Context: an optimization exercise on an open-source flow, tuned for small area, a short achievable clock period and few clock cycles. The choices shown serve that exercise and are no tape-out recipe. In this exercise RTL edits were held to simulation tests only and were not proved equivalent to the original.

==> exp/pepper <==
==> flow/design.v (excerpt) <==
module nrisc_top (
	input  logic                 clk,
	input  logic                 rst_n,
	input  logic                 run,
	input  logic                 host_valid,
	input  logic                 host_write,
	input  logic [7:0]           host_addr,
	input  logic [15:0]          host_wdata,
	output logic                 host_gnt,
	output logic [15:0]          host_rdata,
	output logic                 host_rvalid,
	output logic                 halted
);
make LEC_CHECK=0 ABC_CLOCK_PERIOD_IN_PS=4000 CAP_MARGIN=20 CORE_MARGIN=2 CORE_UTILIZATION=45 PLACE_DENSITY=0.6 SETUP_SLACK_MARGIN=5 SLEW_MARGIN=20 TNS_END_PERCENT=5 finish   # period 12.0 ns
run.sh (not shown) runs the stock make flow with config.mk's settings and CLKGATE_MAP_FILE= SYNTH_SCRIPT=/design/flow/synth_recipe.tcl, a recipe that flattens the netlist after the stock synthesis.
==> exp/willow: changes against exp/pepper <==
--- a/flow/design.v
+++ b/flow/design.v
@@ -163,48 +163,50 @@
 	end
 endmodule
 `timescale 1ns/10ps
 module unified_mem (
 	input  logic                clk,
 	input  logic                we,
 	input  nrisc_pkg::addr_t    waddr,
 	input  nrisc_pkg::data_t    wdata,
-	input  nrisc_pkg::addr_t    f0,
+	input  nrisc_pkg::addr_t    fb,
+	input  logic                fo,
 	output nrisc_pkg::data_t    w0,
 	output nrisc_pkg::data_t    w1,
 	output logic                c0,
 	output logic                c1,
 	input  logic                d_en,
 	input  nrisc_pkg::addr_t    daddr,
 	output nrisc_pkg::data_t    dout
 );
 	localparam int NB = 8;
-	nrisc_pkg::addr_t f1;
+	nrisc_pkg::addr_t f0, f1;
 	logic [4:0]       f0_row, f1_row;
 	nrisc_pkg::data_t bank_out [NB];
 	logic [NB-1:0]    f0_sel, f1_sel, d_sel;
+	assign f0     = fb + 8'(fo);
 	assign f1     = f0 + 1'b1;
-	assign f0_row = f0[7:3];
-	assign f1_row = f0[7:3] + 1'b1;
+	assign f0_row = fb[7:3];
+	assign f1_row = fb[7:3] + 1'b1;
 	for (genvar b = 0; b < NB; b++) begin : g_bank
 		nrisc_pkg::data_t m [32];
 		logic [4:0]       row;
 		logic [31:0]      rsel;
 		assign f0_sel[b] = f0[2:0] == 3'(b);
 		assign f1_sel[b] = f1[2:0] == 3'(b);
 		assign d_sel[b]  = daddr[2:0] == 3'(b);
 		always_ff @(posedge clk) begin
 			if (we && waddr[2:0] == 3'(b))
 				m[waddr[7:3]] <= wdata;
 		end
 		always_comb begin
 			if (d_en && d_sel[b])
 				row = daddr[7:3];
-			else if (3'(b) >= f0[2:0])
+			else if (3'(b) >= fb[2:0])
 				row = f0_row;
 			else
 				row = f1_row;
 		end
 		always_comb begin
 			for (int r = 0; r < 32; r++)
 				rsel[r] = row == 5'(r);
 		end
@@ -296,18 +298,18 @@
 		.rb1_idx(ir1.rf2), .ra0_data(a0), .rb0_data(b0), .ra1_data(a1), .rb1_data(b1),
 		.we0, .wr0_idx(ir0.rd), .wr0_data(wd0), .we1, .wr1_idx(ir1.rd), .wr1_data(wd1));
 	logic raw, fwd, pair, ex1, swhit1;
 	nrisc_pkg::data_t imm0, imm1;
 	assign imm0 = nrisc_pkg::data_t'({ir0.rf1, ir0.rf2});
 	assign imm1 = nrisc_pkg::data_t'({ir1.rf1, ir1.rf2});
 	assign raw  = wr0 && ((ura1 && ir0.rd == ir1.rf1) || (urb1 && ir0.rd == ir1.rf2));
 	assign fwd  = li0 && j1 && ir0.rd == ir1.rf1;  
-	assign pair = v1 && !j0 && !halt0 && !((lw0 || sw0) && (lw1 || sw1)) && (!raw || fwd) &&
-		!(jc1 && alu0) && (!j1 || fwd);
+	assign pair = v1 && !j0 && !halt0 && !lw1 && !sw1 && (!raw || fwd) && !(jc1 && alu0) &&
+		(!j1 || fwd);
 	nrisc_pkg::addr_t pc1, pc2;
 	assign pc1 = pc + 8'd1;
 	assign pc2 = pc + 8'd2;
 	assign swhit1 = sw0 && a0[7:0] == pc1;
 	assign ex1    = exec && pair && !swhit1;
 	logic             t0, t1, shift;
 	nrisc_pkg::addr_t npc, f0;
 	assign t0    = j0 && (ir0.opcode == nrisc_pkg::OP_JMP ||
@@ -319,42 +321,48 @@
 	logic             li_v;
 	nrisc_pkg::reg_idx_t li_r;
 	nrisc_pkg::addr_t li_val;
 	logic             t0_known, t0_slow;
 	assign t0_known = li_v && li_r == ir0.rf1;
 	assign t0_slow  = t0 && !t0_known;  
 	assign npc   = t0 ? (t0_known ? li_val : pc1) : pair ? (t1 ? imm0[7:0] : pc2) : pc1;
 	assign shift = !t0 && !pair && v1;
-	assign f0    = v0 ? npc : pc;
+	logic             jsel_li, jsel_imm, fo;
+	nrisc_pkg::addr_t fb;
+	assign jsel_li  = v0 && t0 && t0_known;
+	assign jsel_imm = v0 && fwd && v1 && t1;  
+	assign fb       = jsel_li ? li_val : jsel_imm ? imm0[7:0] : v0 ? pc1 : pc;
+	assign fo       = v0 && !jsel_li && !jsel_imm && pair;
+	assign f0       = fb + 8'(fo);
 	logic             mem_we, d_en, lw_go, c0, c1;
 	nrisc_pkg::addr_t mem_waddr, daddr;
 	nrisc_pkg::data_t mem_wdata, w0, w1, dout;
 	logic             sw_go;
 	nrisc_pkg::addr_t sw_addr;
-	assign lw_go     = v0 && (lw0 || (pair && lw1));  
+	assign lw_go     = v0 && lw0;
 	assign d_en      = host_rd || lw_go;
-	assign daddr     = host_rd ? host_addr : lw0 ? a0[7:0] : a1[7:0];
-	assign sw_go     = exec && (sw0 || (ex1 && sw1));
-	assign sw_addr   = sw0 ? a0[7:0] : a1[7:0];
+	assign daddr     = host_rd ? host_addr : a0[7:0];
+	assign sw_go     = exec && sw0;
+	assign sw_addr   = a0[7:0];
 	assign mem_we    = host_wr || sw_go;
 	assign mem_waddr = host_valid ? host_addr : sw_addr;
-	assign mem_wdata = host_valid ? host_wdata : sw0 ? b0 : b1;
-	unified_mem mem_i (.clk, .we(mem_we), .waddr(mem_waddr), .wdata(mem_wdata), .f0, .w0, .w1,
-		.c0, .c1, .d_en, .daddr, .dout);
+	assign mem_wdata = host_valid ? host_wdata : b0;
+	unified_mem mem_i (.clk, .we(mem_we), .waddr(mem_waddr), .wdata(mem_wdata), .fb, .fo, .w0,
+		.w1, .c0, .c1, .d_en, .daddr, .dout);
 	nrisc_pkg::data_t      r0, r1;
 	nrisc_pkg::alu_flags_t fl0, fl1;
 	nrisc_alu alu0_i (.op(ir0.opcode), .sel(ir0.rf2), .alu_a(a0), .alu_b(b0), .alu_result(r0),
 		.alu_flags(fl0));
 	nrisc_alu alu1_i (.op(ir1.opcode), .sel(ir1.rf2), .alu_a(a1), .alu_b(b1), .alu_result(r1),
 		.alu_flags(fl1));
 	assign we0 = exec && wr0;
 	assign we1 = ex1 && wr1;
 	assign wd0 = lw0 ? dout : li0 ? imm0 : r0;
-	assign wd1 = lw1 ? dout : li1 ? imm1 : r1;
+	assign wd1 = li1 ? imm1 : r1;
 	logic             st_hit0, st_hit1;
 	nrisc_pkg::addr_t f1;
 	assign f1      = f0 + 8'd1;
 	assign st_hit0 = sw_go && sw_addr == f0;
 	assign st_hit1 = sw_go && sw_addr == f1;
 	logic h_hit0, h_hit1;
 	assign h_hit0  = host_wr && host_addr == pc;
 	assign h_hit1  = host_wr && host_addr == pc1;
==> exp/garnet: changes against exp/pepper <==
--- a/flow/design.v
+++ b/flow/design.v
@@ -163,48 +163,51 @@
 	end
 endmodule
 `timescale 1ns/10ps
 module unified_mem (
 	input  logic                clk,
 	input  logic                we,
 	input  nrisc_pkg::addr_t    waddr,
 	input  nrisc_pkg::data_t    wdata,
-	input  nrisc_pkg::addr_t    f0,
+	input  nrisc_pkg::addr_t    fb,
+	input  logic                fo,
 	output nrisc_pkg::data_t    w0,
 	output nrisc_pkg::data_t    w1,
 	output logic                c0,
 	output logic                c1,
 	input  logic                d_en,
 	input  nrisc_pkg::addr_t    daddr,
 	output nrisc_pkg::data_t    dout
 );
 	localparam int NB = 8;
-	nrisc_pkg::addr_t f1;
 	logic [4:0]       f0_row, f1_row;
 	nrisc_pkg::data_t bank_out [NB];
 	logic [NB-1:0]    f0_sel, f1_sel, d_sel;
-	assign f1     = f0 + 1'b1;
-	assign f0_row = f0[7:3];
-	assign f1_row = f0[7:3] + 1'b1;
+	logic [NB-1:0] fb_oh0, fb_oh1, fb_oh2;
+	assign f0_row = fb[7:3];
+	assign f1_row = fb[7:3] + 1'b1;
 	for (genvar b = 0; b < NB; b++) begin : g_bank
 		nrisc_pkg::data_t m [32];
 		logic [4:0]       row;
 		logic [31:0]      rsel;
-		assign f0_sel[b] = f0[2:0] == 3'(b);
-		assign f1_sel[b] = f1[2:0] == 3'(b);
+		assign fb_oh0[b] = fb[2:0] == 3'(b);
+		assign fb_oh1[b] = fb[2:0] == 3'(b - 1);
+		assign fb_oh2[b] = fb[2:0] == 3'(b - 2);
+		assign f0_sel[b] = fo ? fb_oh1[b] : fb_oh0[b];
+		assign f1_sel[b] = fo ? fb_oh2[b] : fb_oh1[b];
 		assign d_sel[b]  = daddr[2:0] == 3'(b);
 		always_ff @(posedge clk) begin
 			if (we && waddr[2:0] == 3'(b))
 				m[waddr[7:3]] <= wdata;
 		end
 		always_comb begin
 			if (d_en && d_sel[b])
 				row = daddr[7:3];
-			else if (3'(b) >= f0[2:0])
+			else if (3'(b) >= fb[2:0])
 				row = f0_row;
 			else
 				row = f1_row;
 		end
 		always_comb begin
 			for (int r = 0; r < 32; r++)
 				rsel[r] = row == 5'(r);
 		end
@@ -219,18 +222,18 @@
 		w1   = '0;
 		dout = '0;
 		for (int b = 0; b < NB; b++) begin
 			w0   = w0   | (bank_out[b] & {16{f0_sel[b]}});
 			w1   = w1   | (bank_out[b] & {16{f1_sel[b]}});
 			dout = dout | (bank_out[b] & {16{d_sel[b]}});
 		end
 	end
-	assign c0 = d_en && daddr[2:0] == f0[2:0];
-	assign c1 = d_en && daddr[2:0] == f1[2:0];
+	assign c0 = d_en && |(d_sel & f0_sel);
+	assign c1 = d_en && |(d_sel & f1_sel);
 endmodule
 `timescale 1ns/10ps
 module exec_unit (
 	input  nrisc_pkg::instr_t ir,
 	output logic              is_lw,
 	output logic              is_sw,
 	output logic              is_li,
 	output logic              is_jmp,     
@@ -296,70 +299,76 @@
 		.rb1_idx(ir1.rf2), .ra0_data(a0), .rb0_data(b0), .ra1_data(a1), .rb1_data(b1),
 		.we0, .wr0_idx(ir0.rd), .wr0_data(wd0), .we1, .wr1_idx(ir1.rd), .wr1_data(wd1));
 	logic raw, fwd, pair, ex1, swhit1;
 	nrisc_pkg::data_t imm0, imm1;
 	assign imm0 = nrisc_pkg::data_t'({ir0.rf1, ir0.rf2});
 	assign imm1 = nrisc_pkg::data_t'({ir1.rf1, ir1.rf2});
 	assign raw  = wr0 && ((ura1 && ir0.rd == ir1.rf1) || (urb1 && ir0.rd == ir1.rf2));
 	assign fwd  = li0 && j1 && ir0.rd == ir1.rf1;  
-	assign pair = v1 && !j0 && !halt0 && !((lw0 || sw0) && (lw1 || sw1)) && (!raw || fwd) &&
-		!(jc1 && alu0) && (!j1 || fwd);
+	assign pair = v1 && !j0 && !halt0 && !lw1 && !sw1 && (!raw || fwd) && !(jc1 && alu0) &&
+		(!j1 || fwd);
 	nrisc_pkg::addr_t pc1, pc2;
 	assign pc1 = pc + 8'd1;
 	assign pc2 = pc + 8'd2;
 	assign swhit1 = sw0 && a0[7:0] == pc1;
 	assign ex1    = exec && pair && !swhit1;
 	logic             t0, t1, shift;
-	nrisc_pkg::addr_t npc, f0;
+	nrisc_pkg::addr_t npc;
 	assign t0    = j0 && (ir0.opcode == nrisc_pkg::OP_JMP ||
 		(ir0.opcode == nrisc_pkg::OP_JZ && flags.zero) ||
 		(ir0.opcode == nrisc_pkg::OP_JC && flags.carry));
 	assign t1    = j1 && (ir1.opcode == nrisc_pkg::OP_JMP ||
 		(ir1.opcode == nrisc_pkg::OP_JZ && flags.zero) ||
 		(ir1.opcode == nrisc_pkg::OP_JC && flags.carry));
 	logic             li_v;
 	nrisc_pkg::reg_idx_t li_r;
 	nrisc_pkg::addr_t li_val;
 	logic             t0_known, t0_slow;
 	assign t0_known = li_v && li_r == ir0.rf1;
 	assign t0_slow  = t0 && !t0_known;  
 	assign npc   = t0 ? (t0_known ? li_val : pc1) : pair ? (t1 ? imm0[7:0] : pc2) : pc1;
 	assign shift = !t0 && !pair && v1;
-	assign f0    = v0 ? npc : pc;
+	logic             jsel_li, jsel_imm, fo;
+	nrisc_pkg::addr_t fb;
+	assign jsel_li  = v0 && t0 && t0_known;
+	assign jsel_imm = v0 && fwd && v1 && t1;  
+	assign fb       = jsel_li ? li_val : jsel_imm ? imm0[7:0] : v0 ? pc1 : pc;
+	assign fo       = v0 && !jsel_li && !jsel_imm && pair;
 	logic             mem_we, d_en, lw_go, c0, c1;
 	nrisc_pkg::addr_t mem_waddr, daddr;
 	nrisc_pkg::data_t mem_wdata, w0, w1, dout;
 	logic             sw_go;
 	nrisc_pkg::addr_t sw_addr;
-	assign lw_go     = v0 && (lw0 || (pair && lw1));  
+	assign lw_go     = v0 && lw0;
 	assign d_en      = host_rd || lw_go;
-	assign daddr     = host_rd ? host_addr : lw0 ? a0[7:0] : a1[7:0];
-	assign sw_go     = exec && (sw0 || (ex1 && sw1));
-	assign sw_addr   = sw0 ? a0[7:0] : a1[7:0];
+	assign daddr     = host_rd ? host_addr : a0[7:0];
+	assign sw_go     = exec && sw0;
+	assign sw_addr   = a0[7:0];
 	assign mem_we    = host_wr || sw_go;
 	assign mem_waddr = host_valid ? host_addr : sw_addr;
-	assign mem_wdata = host_valid ? host_wdata : sw0 ? b0 : b1;
-	unified_mem mem_i (.clk, .we(mem_we), .waddr(mem_waddr), .wdata(mem_wdata), .f0, .w0, .w1,
-		.c0, .c1, .d_en, .daddr, .dout);
+	assign mem_wdata = host_valid ? host_wdata : b0;
+	unified_mem mem_i (.clk, .we(mem_we), .waddr(mem_waddr), .wdata(mem_wdata), .fb, .fo, .w0,
+		.w1, .c0, .c1, .d_en, .daddr, .dout);
 	nrisc_pkg::data_t      r0, r1;
 	nrisc_pkg::alu_flags_t fl0, fl1;
 	nrisc_alu alu0_i (.op(ir0.opcode), .sel(ir0.rf2), .alu_a(a0), .alu_b(b0), .alu_result(r0),
 		.alu_flags(fl0));
 	nrisc_alu alu1_i (.op(ir1.opcode), .sel(ir1.rf2), .alu_a(a1), .alu_b(b1), .alu_result(r1),
 		.alu_flags(fl1));
 	assign we0 = exec && wr0;
 	assign we1 = ex1 && wr1;
 	assign wd0 = lw0 ? dout : li0 ? imm0 : r0;
-	assign wd1 = lw1 ? dout : li1 ? imm1 : r1;
+	assign wd1 = li1 ? imm1 : r1;
 	logic             st_hit0, st_hit1;
-	nrisc_pkg::addr_t f1;
-	assign f1      = f0 + 8'd1;
-	assign st_hit0 = sw_go && sw_addr == f0;
-	assign st_hit1 = sw_go && sw_addr == f1;
+	nrisc_pkg::addr_t fb1, fb2;
+	assign fb1     = fb + 8'd1;
+	assign fb2     = fb + 8'd2;
+	assign st_hit0 = sw_go && (fo ? sw_addr == fb1 : sw_addr == fb);
+	assign st_hit1 = sw_go && (fo ? sw_addr == fb2 : sw_addr == fb1);
 	logic h_hit0, h_hit1;
 	assign h_hit0  = host_wr && host_addr == pc;
 	assign h_hit1  = host_wr && host_addr == pc1;
 	always_ff @(posedge clk or negedge rst_n) begin
 		if (!rst_n) begin
 			pc     <= '0;
 			v0     <= 1'b0;
 			v1     <= 1'b0;
==> flow/config.mk (replaced) <==
export PLATFORM = sky130hd
export DESIGN_NAME = nrisc_top
export DESIGN_NICKNAME = nrisc_top
export VERILOG_FILES = /design/flow/design.v
export SDC_FILE = /design/flow/constraint.sdc
export NUM_CORES = 4
export LEC_CHECK = 0
export ABC_CLOCK_PERIOD_IN_PS = 4000
export CAP_MARGIN = 20
export CORE_MARGIN = 2
export CORE_UTILIZATION = 38
export PLACE_DENSITY = 0.5
export SETUP_SLACK_MARGIN = 5
export SLEW_MARGIN = 20
export TNS_END_PERCENT = 5
==> exp/amber: changes against exp/pepper <==
--- a/flow/design.v
+++ b/flow/design.v
@@ -163,48 +163,51 @@
 	end
 endmodule
 `timescale 1ns/10ps
 module unified_mem (
 	input  logic                clk,
 	input  logic                we,
 	input  nrisc_pkg::addr_t    waddr,
 	input  nrisc_pkg::data_t    wdata,
-	input  nrisc_pkg::addr_t    f0,
+	input  nrisc_pkg::addr_t    fb,
+	input  logic                fo,
 	output nrisc_pkg::data_t    w0,
 	output nrisc_pkg::data_t    w1,
 	output logic                c0,
 	output logic                c1,
 	input  logic                d_en,
 	input  nrisc_pkg::addr_t    daddr,
 	output nrisc_pkg::data_t    dout
 );
 	localparam int NB = 8;
-	nrisc_pkg::addr_t f1;
 	logic [4:0]       f0_row, f1_row;
 	nrisc_pkg::data_t bank_out [NB];
 	logic [NB-1:0]    f0_sel, f1_sel, d_sel;
-	assign f1     = f0 + 1'b1;
-	assign f0_row = f0[7:3];
-	assign f1_row = f0[7:3] + 1'b1;
+	logic [NB-1:0] fb_oh0, fb_oh1, fb_oh2;
+	assign f0_row = fb[7:3];
+	assign f1_row = fb[7:3] + 1'b1;
 	for (genvar b = 0; b < NB; b++) begin : g_bank
 		nrisc_pkg::data_t m [32];
 		logic [4:0]       row;
 		logic [31:0]      rsel;
-		assign f0_sel[b] = f0[2:0] == 3'(b);
-		assign f1_sel[b] = f1[2:0] == 3'(b);
+		assign fb_oh0[b] = fb[2:0] == 3'(b);
+		assign fb_oh1[b] = fb[2:0] == 3'(b - 1);
+		assign fb_oh2[b] = fb[2:0] == 3'(b - 2);
+		assign f0_sel[b] = fo ? fb_oh1[b] : fb_oh0[b];
+		assign f1_sel[b] = fo ? fb_oh2[b] : fb_oh1[b];
 		assign d_sel[b]  = daddr[2:0] == 3'(b);
 		always_ff @(posedge clk) begin
 			if (we && waddr[2:0] == 3'(b))
 				m[waddr[7:3]] <= wdata;
 		end
 		always_comb begin
 			if (d_en && d_sel[b])
 				row = daddr[7:3];
-			else if (3'(b) >= f0[2:0])
+			else if (3'(b) >= fb[2:0])
 				row = f0_row;
 			else
 				row = f1_row;
 		end
 		always_comb begin
 			for (int r = 0; r < 32; r++)
 				rsel[r] = row == 5'(r);
 		end
@@ -219,18 +222,18 @@
 		w1   = '0;
 		dout = '0;
 		for (int b = 0; b < NB; b++) begin
 			w0   = w0   | (bank_out[b] & {16{f0_sel[b]}});
 			w1   = w1   | (bank_out[b] & {16{f1_sel[b]}});
 			dout = dout | (bank_out[b] & {16{d_sel[b]}});
 		end
 	end
-	assign c0 = d_en && daddr[2:0] == f0[2:0];
-	assign c1 = d_en && daddr[2:0] == f1[2:0];
+	assign c0 = d_en && |(d_sel & f0_sel);
+	assign c1 = d_en && |(d_sel & f1_sel);
 endmodule
 `timescale 1ns/10ps
 module exec_unit (
 	input  nrisc_pkg::instr_t ir,
 	output logic              is_lw,
 	output logic              is_sw,
 	output logic              is_li,
 	output logic              is_jmp,     
@@ -296,70 +299,76 @@
 		.rb1_idx(ir1.rf2), .ra0_data(a0), .rb0_data(b0), .ra1_data(a1), .rb1_data(b1),
 		.we0, .wr0_idx(ir0.rd), .wr0_data(wd0), .we1, .wr1_idx(ir1.rd), .wr1_data(wd1));
 	logic raw, fwd, pair, ex1, swhit1;
 	nrisc_pkg::data_t imm0, imm1;
 	assign imm0 = nrisc_pkg::data_t'({ir0.rf1, ir0.rf2});
 	assign imm1 = nrisc_pkg::data_t'({ir1.rf1, ir1.rf2});
 	assign raw  = wr0 && ((ura1 && ir0.rd == ir1.rf1) || (urb1 && ir0.rd == ir1.rf2));
 	assign fwd  = li0 && j1 && ir0.rd == ir1.rf1;  
-	assign pair = v1 && !j0 && !halt0 && !((lw0 || sw0) && (lw1 || sw1)) && (!raw || fwd) &&
-		!(jc1 && alu0) && (!j1 || fwd);
+	assign pair = v1 && !j0 && !halt0 && !lw1 && !sw1 && (!raw || fwd) && !(jc1 && alu0) &&
+		(!j1 || fwd);
 	nrisc_pkg::addr_t pc1, pc2;
 	assign pc1 = pc + 8'd1;
 	assign pc2 = pc + 8'd2;
 	assign swhit1 = sw0 && a0[7:0] == pc1;
 	assign ex1    = exec && pair && !swhit1;
 	logic             t0, t1, shift;
-	nrisc_pkg::addr_t npc, f0;
+	nrisc_pkg::addr_t npc;
 	assign t0    = j0 && (ir0.opcode == nrisc_pkg::OP_JMP ||
 		(ir0.opcode == nrisc_pkg::OP_JZ && flags.zero) ||
 		(ir0.opcode == nrisc_pkg::OP_JC && flags.carry));
 	assign t1    = j1 && (ir1.opcode == nrisc_pkg::OP_JMP ||
 		(ir1.opcode == nrisc_pkg::OP_JZ && flags.zero) ||
 		(ir1.opcode == nrisc_pkg::OP_JC && flags.carry));
 	logic             li_v;
 	nrisc_pkg::reg_idx_t li_r;
 	nrisc_pkg::addr_t li_val;
 	logic             t0_known, t0_slow;
 	assign t0_known = li_v && li_r == ir0.rf1;
 	assign t0_slow  = t0 && !t0_known;  
 	assign npc   = t0 ? (t0_known ? li_val : pc1) : pair ? (t1 ? imm0[7:0] : pc2) : pc1;
 	assign shift = !t0 && !pair && v1;
-	assign f0    = v0 ? npc : pc;
+	logic             jsel_li, jsel_imm, fo;
+	nrisc_pkg::addr_t fb;
+	assign jsel_li  = v0 && t0 && t0_known;
+	assign jsel_imm = v0 && fwd && v1 && t1;  
+	assign fb       = jsel_li ? li_val : jsel_imm ? imm0[7:0] : v0 ? pc1 : pc;
+	assign fo       = v0 && !jsel_li && !jsel_imm && pair;
 	logic             mem_we, d_en, lw_go, c0, c1;
 	nrisc_pkg::addr_t mem_waddr, daddr;
 	nrisc_pkg::data_t mem_wdata, w0, w1, dout;
 	logic             sw_go;
 	nrisc_pkg::addr_t sw_addr;
-	assign lw_go     = v0 && (lw0 || (pair && lw1));  
+	assign lw_go     = v0 && lw0;
 	assign d_en      = host_rd || lw_go;
-	assign daddr     = host_rd ? host_addr : lw0 ? a0[7:0] : a1[7:0];
-	assign sw_go     = exec && (sw0 || (ex1 && sw1));
-	assign sw_addr   = sw0 ? a0[7:0] : a1[7:0];
+	assign daddr     = host_rd ? host_addr : a0[7:0];
+	assign sw_go     = exec && sw0;
+	assign sw_addr   = a0[7:0];
 	assign mem_we    = host_wr || sw_go;
 	assign mem_waddr = host_valid ? host_addr : sw_addr;
-	assign mem_wdata = host_valid ? host_wdata : sw0 ? b0 : b1;
-	unified_mem mem_i (.clk, .we(mem_we), .waddr(mem_waddr), .wdata(mem_wdata), .f0, .w0, .w1,
-		.c0, .c1, .d_en, .daddr, .dout);
+	assign mem_wdata = host_valid ? host_wdata : b0;
+	unified_mem mem_i (.clk, .we(mem_we), .waddr(mem_waddr), .wdata(mem_wdata), .fb, .fo, .w0,
+		.w1, .c0, .c1, .d_en, .daddr, .dout);
 	nrisc_pkg::data_t      r0, r1;
 	nrisc_pkg::alu_flags_t fl0, fl1;
 	nrisc_alu alu0_i (.op(ir0.opcode), .sel(ir0.rf2), .alu_a(a0), .alu_b(b0), .alu_result(r0),
 		.alu_flags(fl0));
 	nrisc_alu alu1_i (.op(ir1.opcode), .sel(ir1.rf2), .alu_a(a1), .alu_b(b1), .alu_result(r1),
 		.alu_flags(fl1));
 	assign we0 = exec && wr0;
 	assign we1 = ex1 && wr1;
 	assign wd0 = lw0 ? dout : li0 ? imm0 : r0;
-	assign wd1 = lw1 ? dout : li1 ? imm1 : r1;
+	assign wd1 = li1 ? imm1 : r1;
 	logic             st_hit0, st_hit1;
-	nrisc_pkg::addr_t f1;
-	assign f1      = f0 + 8'd1;
-	assign st_hit0 = sw_go && sw_addr == f0;
-	assign st_hit1 = sw_go && sw_addr == f1;
+	nrisc_pkg::addr_t fb1, fb2;
+	assign fb1     = fb + 8'd1;
+	assign fb2     = fb + 8'd2;
+	assign st_hit0 = sw_go && (fo ? sw_addr == fb1 : sw_addr == fb);
+	assign st_hit1 = sw_go && (fo ? sw_addr == fb2 : sw_addr == fb1);
 	logic h_hit0, h_hit1;
 	assign h_hit0  = host_wr && host_addr == pc;
 	assign h_hit1  = host_wr && host_addr == pc1;
 	always_ff @(posedge clk or negedge rst_n) begin
 		if (!rst_n) begin
 			pc     <= '0;
 			v0     <= 1'b0;
 			v1     <= 1'b0;
==> notes <==
exp/amber went through all stages and came out clean. exp/willow completed with no timing, DRC or antenna violations. exp/garnet finished with timing, DRC and antenna clean. exp/pepper finished clean.
The lowest via count belongs to exp/willow, the highest to exp/amber.
Between exp/willow and exp/amber, the lower global-route usage is in exp/willow (gap 1.6 points).
The lowest maximum frequency belongs to exp/amber, the highest to exp/garnet.
Sequential share of layout area: exp/garnet is lower than exp/willow (2.3 points).
==> figures <==
	exp/willow	exp/amber	exp/garnet	exp/pepper
Fraction of met3 tracks used by global routing	0.149	0.171	0.116	0.136
Run status	no timing/DRC/antenna violations	no timing/DRC/antenna violations	no timing/DRC/antenna violations	no timing/DRC/antenna violations
Worst setup path class	flop to flop	flop to flop	input port to flop	flop to flop
Xor/xnor share of the synthesized area	0.00657	0.00553	0.00553	0.00555
Delay of the slowest critical-path stage	690 ps	700 ps	980 ps	520 ps
Wl on met1	307 mm	325 mm	380 mm	342 mm
Number of DRC violations after detailed-routing iteration 0	30,600	32,500	28,600	30,300
Y dimension of the die	657 um	658 um	716 um	655 um
Final Worst Setup Slack	4540 ps	4350 ps	4580 ps	4520 ps
Well tap count	5,663	5,687	6,706	5,663
Testbench counts of exp/pepper, summed over its fixed seeds: cycles 41,394.
Testbench counts of exp/willow, summed over its fixed seeds: cycles 41,520.
Testbench counts of exp/garnet, summed over its fixed seeds: cycles 41,520.
Testbench counts of exp/amber, summed over its fixed seeds: cycles 41,520.

## afterwards: timing with drivers on the ports
How much do the figures lean on ideal ports? The routed layouts below were timed once more, with nothing changed but the port constraints.
Step 1: set_driving_cell puts a clkbuf_16 on clk and a buf_2 on each other input, an assumption about the parent block.
Step 2 adds t to the input delays and takes it off the output delays; t is the mean of the earliest and latest rising clock arrival at the registers after step 1. Input paths then give back, and output paths get back, about the clock's delay inside the block.
Slacks: no drivers / after step 1 / after step 2; pairs: no drivers / after step 1.
| run | t (ns) | setup slack, ns | worst slew at a driven data input, ns |
|---|---|---|---|
| exp/pepper | 1.171 | 4.520 / 4.520 / 3.484 | 0.23 |
| exp/willow | 1.167 | 4.542 / 4.542 / 3.410 | 0.23 |
| exp/garnet | 1.180 | 4.579 / 4.607 / 3.496 | 0.15 |
| exp/amber | 1.169 | 4.353 / 4.353 / 3.325 | 0.17 |
After both steps setup and hold are still met in every run listed. The setup slack of exp/willow, which loses most, moves by 0.000 ns with the drivers and by -1.132 ns with both steps.
